This is an optimization exercise on Yosys and OpenROAD, whose aim is small area, not a production implementation.
Only the layout flow was run in this run; the RTL was not checked for function there.
Power figures rest on the tool's default switching activity, not on a simulated workload.

===== flow/run.sh =====
#!/bin/bash
# synth_recipe.tcl (not shown) runs the flow's synth.tcl, then flattens the netlist and writes it again
# the make line also repeats each setting of config.mk as NAME=value (left out here)
make -C /OpenROAD-flow-scripts/flow DESIGN_CONFIG=/design/flow/config.mk WORK_HOME=/design/flow/orfs CLKGATE_MAP_FILE= SYNTH_SCRIPT=/design/flow/synth_recipe.tcl finish

===== flow/config.mk =====
export PLATFORM = sky130hd
export DESIGN_NAME = bp_top
export DESIGN_NICKNAME = bp_top
export VERILOG_FILES = /design/flow/design.v
export SDC_FILE = /design/flow/constraint.sdc
export NUM_CORES = 4
export LEC_CHECK = 0
export CAP_MARGIN = 20
export CORE_MARGIN = 2
export CORE_UTILIZATION = 60
export CTS_BUF_LIST = sky130_fd_sc_hd__clkbuf_16
export CTS_CLUSTER_DIAMETER = 80
export CTS_CLUSTER_SIZE = 30
export GPL_TIMING_DRIVEN = 0
export SETUP_SLACK_MARGIN = 0.05
export SLEW_MARGIN = 20
export SYNTH_HIERARCHICAL = 1

===== flow/constraint.sdc =====
create_clock -name core_clock -period 7.0 [get_ports {clk}]
set_input_delay 1.4000 -clock core_clock [delete_from_list [all_inputs] [get_ports {clk}]]
set_output_delay 1.4000 -clock core_clock [all_outputs]
set_load 0.01 [all_outputs]

===== flow/design.v =====
`timescale 1ns/1ps
package bp_pkg;
	typedef logic [5:0] alu_op_t;
	localparam alu_op_t OP_BEQ = 6'b001011;
	localparam alu_op_t OP_BLT = 6'b001100;
	localparam alu_op_t OP_BGE = 6'b001101;
	localparam int PC_W = 32;
	typedef logic [PC_W-1:0] pc_t;
	localparam int MAX_IDX_W = 8;
	localparam int TAG_W = 4;
	localparam int MAX_HIST = 32;
	typedef logic [1:0] ctr2_t;
	localparam ctr2_t BASE_INIT = 2'd2;
	typedef logic [2:0] ctr3_t;
	localparam ctr3_t CTR3_TAKEN_MIN = 3'd4;
	localparam ctr3_t ALLOC_TAKEN = 3'd4;
	localparam ctr3_t ALLOC_NOT_TAKEN = 3'd3;
	typedef enum logic [1:0] {
		PROV_BASE = 2'd0,
		PROV_T1 = 2'd1,
		PROV_T2 = 2'd2
	} provider_e;
	typedef struct packed {
		logic valid;
		logic [TAG_W-1:0] tag;
		ctr3_t ctr;
	} tage_entry_t;
	typedef struct packed {
		logic hit;
		ctr3_t ctr;
	} tag_lookup_t;
	typedef struct packed {
		logic valid;
		logic [MAX_IDX_W-1:0] base_idx;
		logic [MAX_IDX_W-1:0] t1_idx;
		logic [TAG_W-1:0] t1_tag;
		logic [MAX_IDX_W-1:0] t2_idx;
		logic [TAG_W-1:0] t2_tag;
		provider_e provider;
		logic pred_taken;
		ctr3_t prov_ctr;
	} branch_rec_t;
	function automatic ctr2_t ctr2_next(input ctr2_t c, input logic up);
		if (up && (c != 2'd3))
			ctr2_next = c + 2'd1;
		else if (!up && (c != 2'd0))
			ctr2_next = c - 2'd1;
		else
			ctr2_next = c;
	endfunction
	function automatic ctr3_t ctr3_next(input ctr3_t c, input logic up);
		if (up && (c != 3'd7))
			ctr3_next = c + 3'd1;
		else if (!up && (c != 3'd0))
			ctr3_next = c - 3'd1;
		else
			ctr3_next = c;
	endfunction
	function automatic logic [MAX_IDX_W-1:0] fold_hist(input logic [MAX_HIST-1:0] hist,
			input int len, input int width);
		logic [MAX_IDX_W-1:0] res;
		res = '0;
		for (int i = 0; i < MAX_HIST; i++) begin
			if (i < len)
				res[i % width] = res[i % width] ^ hist[i];
		end
		fold_hist = res;
	endfunction
endpackage
`timescale 1ns/1ps
module bp_fold (
	input logic [15:0] i_hist,
	output logic [4:0] o_f1_idx,
	output logic [3:0] o_f1_tag,
	output logic [4:0] o_f2_idx,
	output logic [3:0] o_f2_tag
);
	assign o_f1_idx = bp_pkg::fold_hist(32'(i_hist[7:0]), 8, 5);
	assign o_f1_tag = bp_pkg::fold_hist(32'(i_hist[7:0]), 8, 4);
	assign o_f2_idx = bp_pkg::fold_hist(32'(i_hist), 16, 5);
	assign o_f2_tag = bp_pkg::fold_hist(32'(i_hist), 16, 4);
endmodule
`timescale 1ns/1ps
`timescale 1ns/1ps
module bp_dec5 (
	input logic [4:0] i_a,
	input logic [4:0] i_b,
	output logic [31:0] o_y
);
	logic [4:0] idx;
	assign idx = i_a ^ i_b;
	always_comb begin
		for (int i = 0; i < 32; i++)
			o_y[i] = (idx == 5'(i));
	end
endmodule
module bp_aor32 (
	input logic [31:0] i_sel,
	input logic [255:0] i_d,
	output logic [7:0] o_y
);
	always_comb begin
		o_y = '0;
		for (int i = 0; i < 32; i++)
			o_y = o_y | ({8{i_sel[i]}} & i_d[i*8 +: 8]);
	end
endmodule
`timescale 1ns/1ps
module bp_pick (
	input logic [7:0] i_t1_ent,    
	input logic [7:0] i_t2_ent,
	input logic [3:0] i_t1_tag,
	input logic [3:0] i_t2_tag,
	input logic [1:0] i_base,      
	input logic [5:0] i_alu_op,
	output logic o_is_branch,
	output logic o_pred,
	output logic o_p1,
	output logic o_p2,
	output logic [2:0] o_ctr
);
	logic t1_hit, t2_hit;
	assign t1_hit = i_t1_ent[7] && (i_t1_ent[6:3] == i_t1_tag);
	assign t2_hit = i_t2_ent[7] && (i_t2_ent[6:3] == i_t2_tag);
	assign o_is_branch = (i_alu_op == bp_pkg::OP_BEQ) || (i_alu_op == bp_pkg::OP_BLT) ||
		(i_alu_op == bp_pkg::OP_BGE);
	always_comb begin
		if (t2_hit)
			o_ctr = i_t2_ent[2:0];
		else if (t1_hit)
			o_ctr = i_t1_ent[2:0];
		else
			o_ctr = {1'b0, ~i_base[1], i_base[0]};
	end
	assign o_p2 = t2_hit;
	assign o_p1 = t1_hit && !t2_hit;
	assign o_pred = o_is_branch && (t2_hit ? i_t2_ent[2] : (t1_hit ? i_t1_ent[2] : ~i_base[1]));
endmodule
module bp_add32 (
	input logic [31:0] i_a,
	input logic [31:0] i_b,
	output logic [31:0] o_s
);
	logic [31:0] g, p, c;
	assign g = i_a & i_b;
	assign p = i_a ^ i_b;
	logic gg0, pp0;
	logic gg1, pp1;
	logic gg2, pp2;
	logic gg3, pp3;
	logic gg4, pp4;
	logic gg5, pp5;
	logic gg6, pp6;
	logic gg7, pp7;
	logic gg8, pp8;
	logic gg9, pp9;
	logic gg10, pp10;
	logic gg11, pp11;
	logic gg12, pp12;
	logic gg13, pp13;
	logic gg14, pp14;
	logic gg15, pp15;
	logic gg16, pp16;
	logic gg17, pp17;
	logic gg18, pp18;
	logic gg19, pp19;
	logic gg20, pp20;
	logic gg21, pp21;
	logic gg22, pp22;
	logic gg23, pp23;
	logic gg24, pp24;
	logic gg25, pp25;
	logic gg26, pp26;
	logic gg27, pp27;
	logic gg28, pp28;
	logic gg29, pp29;
	logic gg30, pp30;
	logic gg31, pp31;
	logic gg32, pp32;
	logic gg33, pp33;
	logic gg34, pp34;
	logic gg35, pp35;
	logic gg36, pp36;
	logic gg37, pp37;
	logic gg38, pp38;
	logic gg39, pp39;
	logic gg40, pp40;
	logic gg41, pp41;
	logic gg42, pp42;
	logic gg43, pp43;
	logic gg44, pp44;
	logic gg45, pp45;
	logic gg46, pp46;
	logic gg47, pp47;
	logic gg48, pp48;
	logic gg49, pp49;
	logic gg50, pp50;
	logic gg51, pp51;
	logic gg52, pp52;
	logic gg53, pp53;
	logic gg54, pp54;
	logic gg55, pp55;
	logic gg56, pp56;
	assign gg0 = g[1] | (p[1] & g[0]);
	assign pp0 = p[1] & p[0];
	assign gg1 = g[3] | (p[3] & g[2]);
	assign pp1 = p[3] & p[2];
	assign gg2 = g[5] | (p[5] & g[4]);
	assign pp2 = p[5] & p[4];
	assign gg3 = g[7] | (p[7] & g[6]);
	assign pp3 = p[7] & p[6];
	assign gg4 = g[9] | (p[9] & g[8]);
	assign pp4 = p[9] & p[8];
	assign gg5 = g[11] | (p[11] & g[10]);
	assign pp5 = p[11] & p[10];
	assign gg6 = g[13] | (p[13] & g[12]);
	assign pp6 = p[13] & p[12];
	assign gg7 = g[15] | (p[15] & g[14]);
	assign pp7 = p[15] & p[14];
	assign gg8 = g[17] | (p[17] & g[16]);
	assign pp8 = p[17] & p[16];
	assign gg9 = g[19] | (p[19] & g[18]);
	assign pp9 = p[19] & p[18];
	assign gg10 = g[21] | (p[21] & g[20]);
	assign pp10 = p[21] & p[20];
	assign gg11 = g[23] | (p[23] & g[22]);
	assign pp11 = p[23] & p[22];
	assign gg12 = g[25] | (p[25] & g[24]);
	assign pp12 = p[25] & p[24];
	assign gg13 = g[27] | (p[27] & g[26]);
	assign pp13 = p[27] & p[26];
	assign gg14 = g[29] | (p[29] & g[28]);
	assign pp14 = p[29] & p[28];
	assign gg15 = g[31] | (p[31] & g[30]);
	assign pp15 = p[31] & p[30];
	assign gg16 = gg1 | (pp1 & gg0);
	assign pp16 = pp1 & pp0;
	assign gg17 = gg3 | (pp3 & gg2);
	assign pp17 = pp3 & pp2;
	assign gg18 = gg5 | (pp5 & gg4);
	assign pp18 = pp5 & pp4;
	assign gg19 = gg7 | (pp7 & gg6);
	assign pp19 = pp7 & pp6;
	assign gg20 = gg9 | (pp9 & gg8);
	assign pp20 = pp9 & pp8;
	assign gg21 = gg11 | (pp11 & gg10);
	assign pp21 = pp11 & pp10;
	assign gg22 = gg13 | (pp13 & gg12);
	assign pp22 = pp13 & pp12;
	assign gg23 = gg15 | (pp15 & gg14);
	assign pp23 = pp15 & pp14;
	assign gg24 = gg17 | (pp17 & gg16);
	assign pp24 = pp17 & pp16;
	assign gg25 = gg19 | (pp19 & gg18);
	assign pp25 = pp19 & pp18;
	assign gg26 = gg21 | (pp21 & gg20);
	assign pp26 = pp21 & pp20;
	assign gg27 = gg23 | (pp23 & gg22);
	assign pp27 = pp23 & pp22;
	assign gg28 = gg25 | (pp25 & gg24);
	assign pp28 = pp25 & pp24;
	assign gg29 = gg27 | (pp27 & gg26);
	assign pp29 = pp27 & pp26;
	assign gg30 = gg29 | (pp29 & gg28);
	assign pp30 = pp29 & pp28;
	assign gg31 = gg26 | (pp26 & gg28);
	assign pp31 = pp26 & pp28;
	assign gg32 = gg18 | (pp18 & gg24);
	assign pp32 = pp18 & pp24;
	assign gg33 = gg20 | (pp20 & gg28);
	assign pp33 = pp20 & pp28;
	assign gg34 = gg22 | (pp22 & gg31);
	assign pp34 = pp22 & pp31;
	assign gg35 = gg2 | (pp2 & gg16);
	assign pp35 = pp2 & pp16;
	assign gg36 = gg4 | (pp4 & gg24);
	assign pp36 = pp4 & pp24;
	assign gg37 = gg6 | (pp6 & gg32);
	assign pp37 = pp6 & pp32;
	assign gg38 = gg8 | (pp8 & gg28);
	assign pp38 = pp8 & pp28;
	assign gg39 = gg10 | (pp10 & gg33);
	assign pp39 = pp10 & pp33;
	assign gg40 = gg12 | (pp12 & gg31);
	assign pp40 = pp12 & pp31;
	assign gg41 = gg14 | (pp14 & gg34);
	assign pp41 = pp14 & pp34;
	assign gg42 = g[2] | (p[2] & gg0);
	assign pp42 = p[2] & pp0;
	assign gg43 = g[4] | (p[4] & gg16);
	assign pp43 = p[4] & pp16;
	assign gg44 = g[6] | (p[6] & gg35);
	assign pp44 = p[6] & pp35;
	assign gg45 = g[8] | (p[8] & gg24);
	assign pp45 = p[8] & pp24;
	assign gg46 = g[10] | (p[10] & gg36);
	assign pp46 = p[10] & pp36;
	assign gg47 = g[12] | (p[12] & gg32);
	assign pp47 = p[12] & pp32;
	assign gg48 = g[14] | (p[14] & gg37);
	assign pp48 = p[14] & pp37;
	assign gg49 = g[16] | (p[16] & gg28);
	assign pp49 = p[16] & pp28;
	assign gg50 = g[18] | (p[18] & gg38);
	assign pp50 = p[18] & pp38;
	assign gg51 = g[20] | (p[20] & gg33);
	assign pp51 = p[20] & pp33;
	assign gg52 = g[22] | (p[22] & gg39);
	assign pp52 = p[22] & pp39;
	assign gg53 = g[24] | (p[24] & gg31);
	assign pp53 = p[24] & pp31;
	assign gg54 = g[26] | (p[26] & gg40);
	assign pp54 = p[26] & pp40;
	assign gg55 = g[28] | (p[28] & gg34);
	assign pp55 = p[28] & pp34;
	assign gg56 = g[30] | (p[30] & gg41);
	assign pp56 = p[30] & pp41;
	assign c[0] = 1'b0;
	assign c[1] = g[0];
	assign c[2] = gg0;
	assign c[3] = gg42;
	assign c[4] = gg16;
	assign c[5] = gg43;
	assign c[6] = gg35;
	assign c[7] = gg44;
	assign c[8] = gg24;
	assign c[9] = gg45;
	assign c[10] = gg36;
	assign c[11] = gg46;
	assign c[12] = gg32;
	assign c[13] = gg47;
	assign c[14] = gg37;
	assign c[15] = gg48;
	assign c[16] = gg28;
	assign c[17] = gg49;
	assign c[18] = gg38;
	assign c[19] = gg50;
	assign c[20] = gg33;
	assign c[21] = gg51;
	assign c[22] = gg39;
	assign c[23] = gg52;
	assign c[24] = gg31;
	assign c[25] = gg53;
	assign c[26] = gg40;
	assign c[27] = gg54;
	assign c[28] = gg34;
	assign c[29] = gg55;
	assign c[30] = gg41;
	assign c[31] = gg56;
	assign o_s = p ^ c;
endmodule
module bp_nextpc (
	input logic i_sel,
	input logic [31:0] i_taken_pc,
	input logic [31:0] i_pc,
	output logic [31:0] o_pc
);
	assign o_pc = i_sel ? i_taken_pc : i_pc;
endmodule
`timescale 1ns/1ps
`timescale 1ns/1ps
module bp_top (
	input logic clk,
	input logic rst_n,
	input bp_pkg::alu_op_t i_alu_op,
	input bp_pkg::pc_t i_pc,
	input bp_pkg::pc_t i_imm,
	input logic i_resolve,
	input logic i_taken,
	output logic o_pred_taken,
	output bp_pkg::pc_t o_next_pc
);
	logic [15:0] hist_q;
	logic [1:0] base_q [64];
	logic [31:0] t1_v_q;
	logic [3:0] t1_tag_q [32];
	logic [2:0] t1_ctr_q [32];
	logic [31:0] t2_v_q;
	logic [3:0] t2_tag_q [32];
	logic [2:0] t2_ctr_q [32];
	logic rec_v_q;
	logic [5:0] rec_base_idx_q;
	logic [4:0] rec_t1_idx_q;
	logic [3:0] rec_t1_tag_q;
	logic [4:0] rec_t2_idx_q;
	logic [3:0] rec_t2_tag_q;
	logic rec_p1_q;    
	logic rec_p2_q;    
	logic [2:0] rec_ctr_q;
	logic [4:0] f1_idx, f2_idx;
	logic [3:0] f1_tag, f2_tag;
	bp_fold u_fold (
		.i_hist(hist_q),
		.o_f1_idx(f1_idx),
		.o_f1_tag(f1_tag),
		.o_f2_idx(f2_idx),
		.o_f2_tag(f2_tag)
	);
	logic [5:0] base_idx;
	logic [3:0] t1_tag, t2_tag;
	assign base_idx = i_pc[7:2];
	assign t1_tag = i_pc[10:7] ^ f1_tag;
	assign t2_tag = i_pc[10:7] ^ f2_tag;
	logic [31:0] t1_sel, t2_sel;
	logic [255:0] t1_flat, t2_flat;
	logic [7:0] t1_ent, t2_ent;
	always_comb begin
		for (int i = 0; i < 32; i++) begin
			t1_flat[i*8 +: 8] = {t1_v_q[i], t1_tag_q[i], t1_ctr_q[i]};
			t2_flat[i*8 +: 8] = {t2_v_q[i], t2_tag_q[i], t2_ctr_q[i]};
		end
	end
	bp_dec5 u_t1_dec (.i_a(i_pc[6:2]), .i_b(f1_idx), .o_y(t1_sel));
	bp_dec5 u_t2_dec (.i_a(i_pc[6:2]), .i_b(f2_idx), .o_y(t2_sel));
	bp_aor32 u_t1_rd (.i_sel(t1_sel), .i_d(t1_flat), .o_y(t1_ent));
	bp_aor32 u_t2_rd (.i_sel(t2_sel), .i_d(t2_flat), .o_y(t2_ent));
	logic [1:0] base_rd;
	assign base_rd = base_q[base_idx];
	logic is_branch, pred, p1, p2;
	logic [2:0] prov_ctr;
	bp_pick u_pick (
		.i_t1_ent(t1_ent),
		.i_t2_ent(t2_ent),
		.i_t1_tag(t1_tag),
		.i_t2_tag(t2_tag),
		.i_base(base_rd),
		.i_alu_op(i_alu_op),
		.o_is_branch(is_branch),
		.o_pred(pred),
		.o_p1(p1),
		.o_p2(p2),
		.o_ctr(prov_ctr)
	);
	logic [31:0] taken_pc;
	bp_add32 u_add (.i_a(i_pc), .i_b(i_imm), .o_s(taken_pc));
	bp_nextpc u_next (.i_sel(pred), .i_taken_pc(taken_pc), .i_pc(i_pc), .o_pc(o_next_pc));
	assign o_pred_taken = pred;
	logic upd, rec_dir, mispred;
	logic base_we, t1_we, t2_we;
	logic [1:0] base_wd;
	logic [2:0] t1_wd, t2_wd;
	logic [2:0] alloc_ctr;
	logic [2:0] step3;
	logic [1:0] step2;
	assign upd = i_resolve && rec_v_q;
	assign rec_dir = (rec_p1_q || rec_p2_q) ? rec_ctr_q[2] : rec_ctr_q[1];
	assign mispred = rec_dir != i_taken;
	assign alloc_ctr = i_taken ? 3'd4 : 3'd3;
	assign step3 = bp_pkg::ctr3_next(rec_ctr_q, i_taken);
	assign step2 = bp_pkg::ctr2_next(rec_ctr_q[1:0], i_taken);
	assign base_we = upd && !rec_p1_q && !rec_p2_q;
	assign t1_we = upd && (rec_p1_q || (!rec_p2_q && mispred));
	assign t2_we = upd && (rec_p2_q || (rec_p1_q && mispred));
	assign base_wd = {~step2[1], step2[0]};
	assign t1_wd = rec_p1_q ? step3 : alloc_ctr;
	assign t2_wd = rec_p2_q ? step3 : alloc_ctr;
	always_ff @(posedge clk or negedge rst_n) begin
		if (!rst_n) begin
			for (int i = 0; i < 64; i++)
				base_q[i] <= 2'd0;
		end else if (base_we) begin
			base_q[rec_base_idx_q] <= base_wd;
		end
	end
	always_ff @(posedge clk or negedge rst_n) begin
		if (!rst_n) begin
			t1_v_q <= '0;
			t2_v_q <= '0;
		end else begin
			for (int i = 0; i < 32; i++) begin
				if (t1_we && (rec_t1_idx_q == 5'(i)))
					t1_v_q[i] <= 1'b1;
				if (t2_we && (rec_t2_idx_q == 5'(i)))
					t2_v_q[i] <= 1'b1;
			end
		end
	end
	always_ff @(posedge clk) begin
		if (t1_we) begin
			t1_tag_q[rec_t1_idx_q] <= rec_t1_tag_q;
			t1_ctr_q[rec_t1_idx_q] <= t1_wd;
		end
		if (t2_we) begin
			t2_tag_q[rec_t2_idx_q] <= rec_t2_tag_q;
			t2_ctr_q[rec_t2_idx_q] <= t2_wd;
		end
	end
	always_ff @(posedge clk or negedge rst_n) begin
		if (!rst_n)
			hist_q <= '0;
		else if (i_resolve)
			hist_q <= {hist_q[14:0], i_taken};
	end
	always_ff @(posedge clk or negedge rst_n) begin
		if (!rst_n)
			rec_v_q <= 1'b0;
		else if (is_branch)
			rec_v_q <= 1'b1;
		else if (i_resolve)
			rec_v_q <= 1'b0;
	end
	always_ff @(posedge clk) begin
		if (is_branch) begin
			rec_base_idx_q <= base_idx;
			rec_t1_idx_q <= i_pc[6:2] ^ f1_idx;
			rec_t1_tag_q <= t1_tag;
			rec_t2_idx_q <= i_pc[6:2] ^ f2_idx;
			rec_t2_tag_q <= t2_tag;
			rec_p1_q <= p1;
			rec_p2_q <= p2;
			rec_ctr_q <= prov_ctr;
		end
	end
endmodule

==> run summary <==
==> critical path: stages <==
cell and delay, ps:
buf_8 150, xor2_4 220, nand3_4 150, buf_4 120, nor2_1 30, buf_4 170, a22oi_2 190, nand4_1 220
or4_4 600, a221o_1 380, or3_4 410, buf_4 170, a311oi_4 220, buf_6 200, bufbuf_16 290, mux2_4 300
dlygate4sd2_1 280
==> power by group <==
part	total [mW]	switching, mW	internal [mW]
Clock	2.37	1.35	1.01
Combinational	3.76	2.28	1.48
Sequential	4.57	0.108	4.46
==> flip-flops by register name (all words and copies together) (netlist names), 6 cells and up <==
| signal | cells |
|---|---|
| hist_q | 16 |
| t1_v_q | 32 |
| base_q | 128 |
| t1_ctr_q | 96 |
| t1_tag_q | 128 |
| t2_v_q | 32 |
| t2_ctr_q | 96 |
| t2_tag_q | 128 |
| rec_base_idx_q | 6 |
==> kinds of logic (layout without fill, tap and decap cells) <==
group,Yosys count,count (layout),share of synthesized area (%)
AOI/OAI and AO/OA,436,436,10.83
xor gates and xnor gates,85,85,2.431
muxes,199,199,7.611
DFF,686,686,63.85
and+or+nand+nor,552,552,9.576
adders and majority gates,49,49,2.394
buffers and inverters,191,386,3.309
other,0,2,0
==> repair_timing <==
action / CTS / global route
setup endpoints to repair: 33 / 33
hold buffers: 0 / 0
pin swaps: 15 / 31
resized for setup: 125 / 82
buffers inserted: 12 / 14
cloned: 1 / 0
==> metrics by stage <==
| step | setup TNS, ps | cell area, µm² | instances | setup WS (ps) |
|---|---|---|---|---|
| after floorplan | 0 | 30630 | 2198 | 982.7 |
| after global placement | -989310 | 32510 | 2974 | -4488 |
| after detailed placement | -57900 | 32760 | 2987 | -1833 |
| after CTS | 0 | 34250 | 3050 | 55.95 |
| after global routing | -21.02 | 34850 | 3066 | -13.47 |
| final | 0 | 34850 | 3067 | 55.30 |
==> path summary, 6_finish.rpt <==
| path | from | cells past startpoint | endpoint |
|---|---|---|---|
| min | t2_v_q[14]$_DFFE_PN0P_ | 1 | t2_v_q[14]$_DFFE_PN0P_ |
| min in group asynchronous | rst_n | 1 | t1_v_q[26]$_DFFE_PN0P_ |
| max in group asynchronous | rst_n | 3 | base_q[34][1]$_DFFE_PN0P_ |
| min reg2reg | t2_v_q[14]$_DFFE_PN0P_ | 1 | t2_v_q[14]$_DFFE_PN0P_ |
| max reg2reg | hist_q[7]$_DFFE_PN0P_ | 16 | rec_p1_q$_DFFE_PP_ |
| max | i_pc[6] | 17 | o_next_pc[4] |
==> synth_stat cells, types with 18 or more instances <==
| master | number |
|---|---|
| edfxtp_1 | 477 |
| ha_1 | 33 |
| inv_1 | 54 |
| nor2_1 | 140 |
| nand4_1 | 76 |
| clkbuf_1 | 41 |
| nor3_1 | 33 |
| mux2_4 | 30 |
| nand3_1 | 30 |
| mux2i_1 | 18 |
| or2_2 | 33 |
| xor2_1 | 46 |
| o21ai_0 | 18 |
| nand2_1 | 99 |
| a22oi_1 | 256 |
| nand2b_1 | 19 |
| a21oi_1 | 26 |
| buf_2 | 44 |
| mux2_2 | 151 |
| nor2b_1 | 20 |
| xnor2_1 | 39 |
| o21bai_1 | 29 |
| dfrtp_1 | 209 |
==> modules after synthesis, one instance, submodules excluded <==
module     copies in the design  area (µm²)
bp_top                        1       24790
bp_dec5                       2       262.8
bp_aor32                      2        1448
bp_nextpc                     1       544.3
bp_pick                       1       284.0
bp_fold                       1       216.5
bp_add32                      1        1373
==> area by class of cell <==
cell class,count,area [µm²]
well taps,672,840.8
flip-flops and latches,686,19570
multi-input cells,1321,10720
fillers,3501,15420
diodes,2,5.005
inverters,54,202.7
plain buffers,124,784.5
repair buffers,147,1582
clock inverters,26,275.3
clock buffers,35,875.8
==> routing by layer <==
| metal | vias to the layer above | share of wire, % | track usage (%) |
|---|---|---|---|
| met4 | 2 | 4.2 | 11.79 |
| met5 | - | 0.015 | 0 |
| met3 | 213 | 8.4 | 5.357 |
| met1 | 10120 | 40 | 44.65 |
| li1 | 8725 | - | - |
| met2 | 1039 | 47 | 51.04 |
==> flow_summary.ini <==
[clock_tree]
cts.clk_slew.worst_paths_ps = 100
cts_root_buffer = clkbuf_16
clock_sinks = 686
cts_tree = built
cts.path.max_buffers = 3
clk_latency_ps = 600
htreeDepth = 2
cts_buffers = 34

[sta]
rsz0062_at_grt = yes
clock_skew_ps = 46.16
slew_headroom_pct = 18.03
report.final.slew_viol_count = 0
worst_pin_slew_ps = 1220
hold_violations = 0
whs_ps = 478.8
min_period_over_period_pct = 99.21
fmax_ghz = 0.1440
period_minus_slack_ps = 6945
setup_viol = 0

[synth]
synth_ff_type = edfxtp_1
synth_area_leader_cell = edfxtp_1
synthArstFlopShare_pct = 30.47
netlist-cell-type-count = 91
yosys-top-cells-area = edfxtp_1 (47%), dfrtp_1 (17%), a22oi_1 (6.3%)
ys_ff_latch = 686
synthCells = 2198
synth_top_area_share_pct = 46.77
yosysSeqAreaShare_pct = 63.85
syn_area_per_cell_um2 = 13.93
synth_edf_count = 477
syn_area_mm2 = 0.03063
synth_warnings = 12
synth_nets = 2321

[finish]
drive_above_1_share_pct = 22.36
area_delta_synth_final_pct = 13.80
layout_commonest_cell = edfxtp_1
layout_common_cells = edfxtp_1 (477), a22oi_1 (226), dfrtp_1 (199)
nets = 2491
post-route-util_pct = 69.32

[power]
report.power.total_mw = 10.70
irDropWorstVdd_mv = 0.3398
power.density_mw_per_mm2 = 307.1
cellLeakagePower_nw = 12.92

[run]
maxCapViolCount = 0

[grt]
grt_pass1_vias = 20076
grt-ovfl-total = 0
track_usage_pct = 31.97
antenna_found_initial = 4
grt_pass1_wl_mm = 125.6
grt_max_degree = 78

[placed_design]
gp_congestion = 0.9560
portBuffers = 104
hpwl_mm = 59.45

[drt]
drc_errors = 0
vias = 20099
drtIter0Drc = 2375
totalWireLength_mm = 84.12
dr.pass1.iters = 7
wire_per_inst_um = 27.43
viasPerCell = 6.553
drtAntennaViolNets = 0

[worst_setup_path]
crit_type = in2out
required_ps = 5600
worst-path-max-fanout = 12
end_kind = output port
cp-start-kind = input pin
cp.arrival_ps = 5540
ff2ff_setup_slack_ps = 2990

[floorplan]
initial_utilization_pct = 60.92
fp.dieH_um = 229.9
io_pins = 107
num_rows = 82
core_area_mm2 = 0.05027
die_w_um = 229.9
fp.dieArea_mm2 = 0.05287

[min_path]
min_path_type = reg2reg

[status]
outcome = timing/DRC/antenna clean

-- separate check: timing with driven ports --
The flow's constraints put no driver on any port. The routed layout listed below was extracted and timed again, unchanged, in two steps.
Step 1 assumes that a clkbuf_16 drives the clock port and a buf_2 every other input.
Step 2 adds t to the input delays and takes it off the output delays; t is the mean of the earliest and latest rising clock arrival at the registers after step 1. Input paths then give back, and output paths get back, about the clock's delay inside the block.
a / b / c = no drivers / after step 1 / after step 2; a / b = the first two.
t (ns): 0.641
setup slack, ns: 0.055 / 0.012 / 0.012
hold slack, ns: 0.479 / 0.479 / 0.479
latest minus earliest clock arrival (ns): 0.052 / 0.052
worst slew at a driven data input, ns: 0.11
After both steps this run still meets setup and hold. For this run, drivers alone change the setup slack by -0.043 ns; drivers and shift together by -0.043 ns.
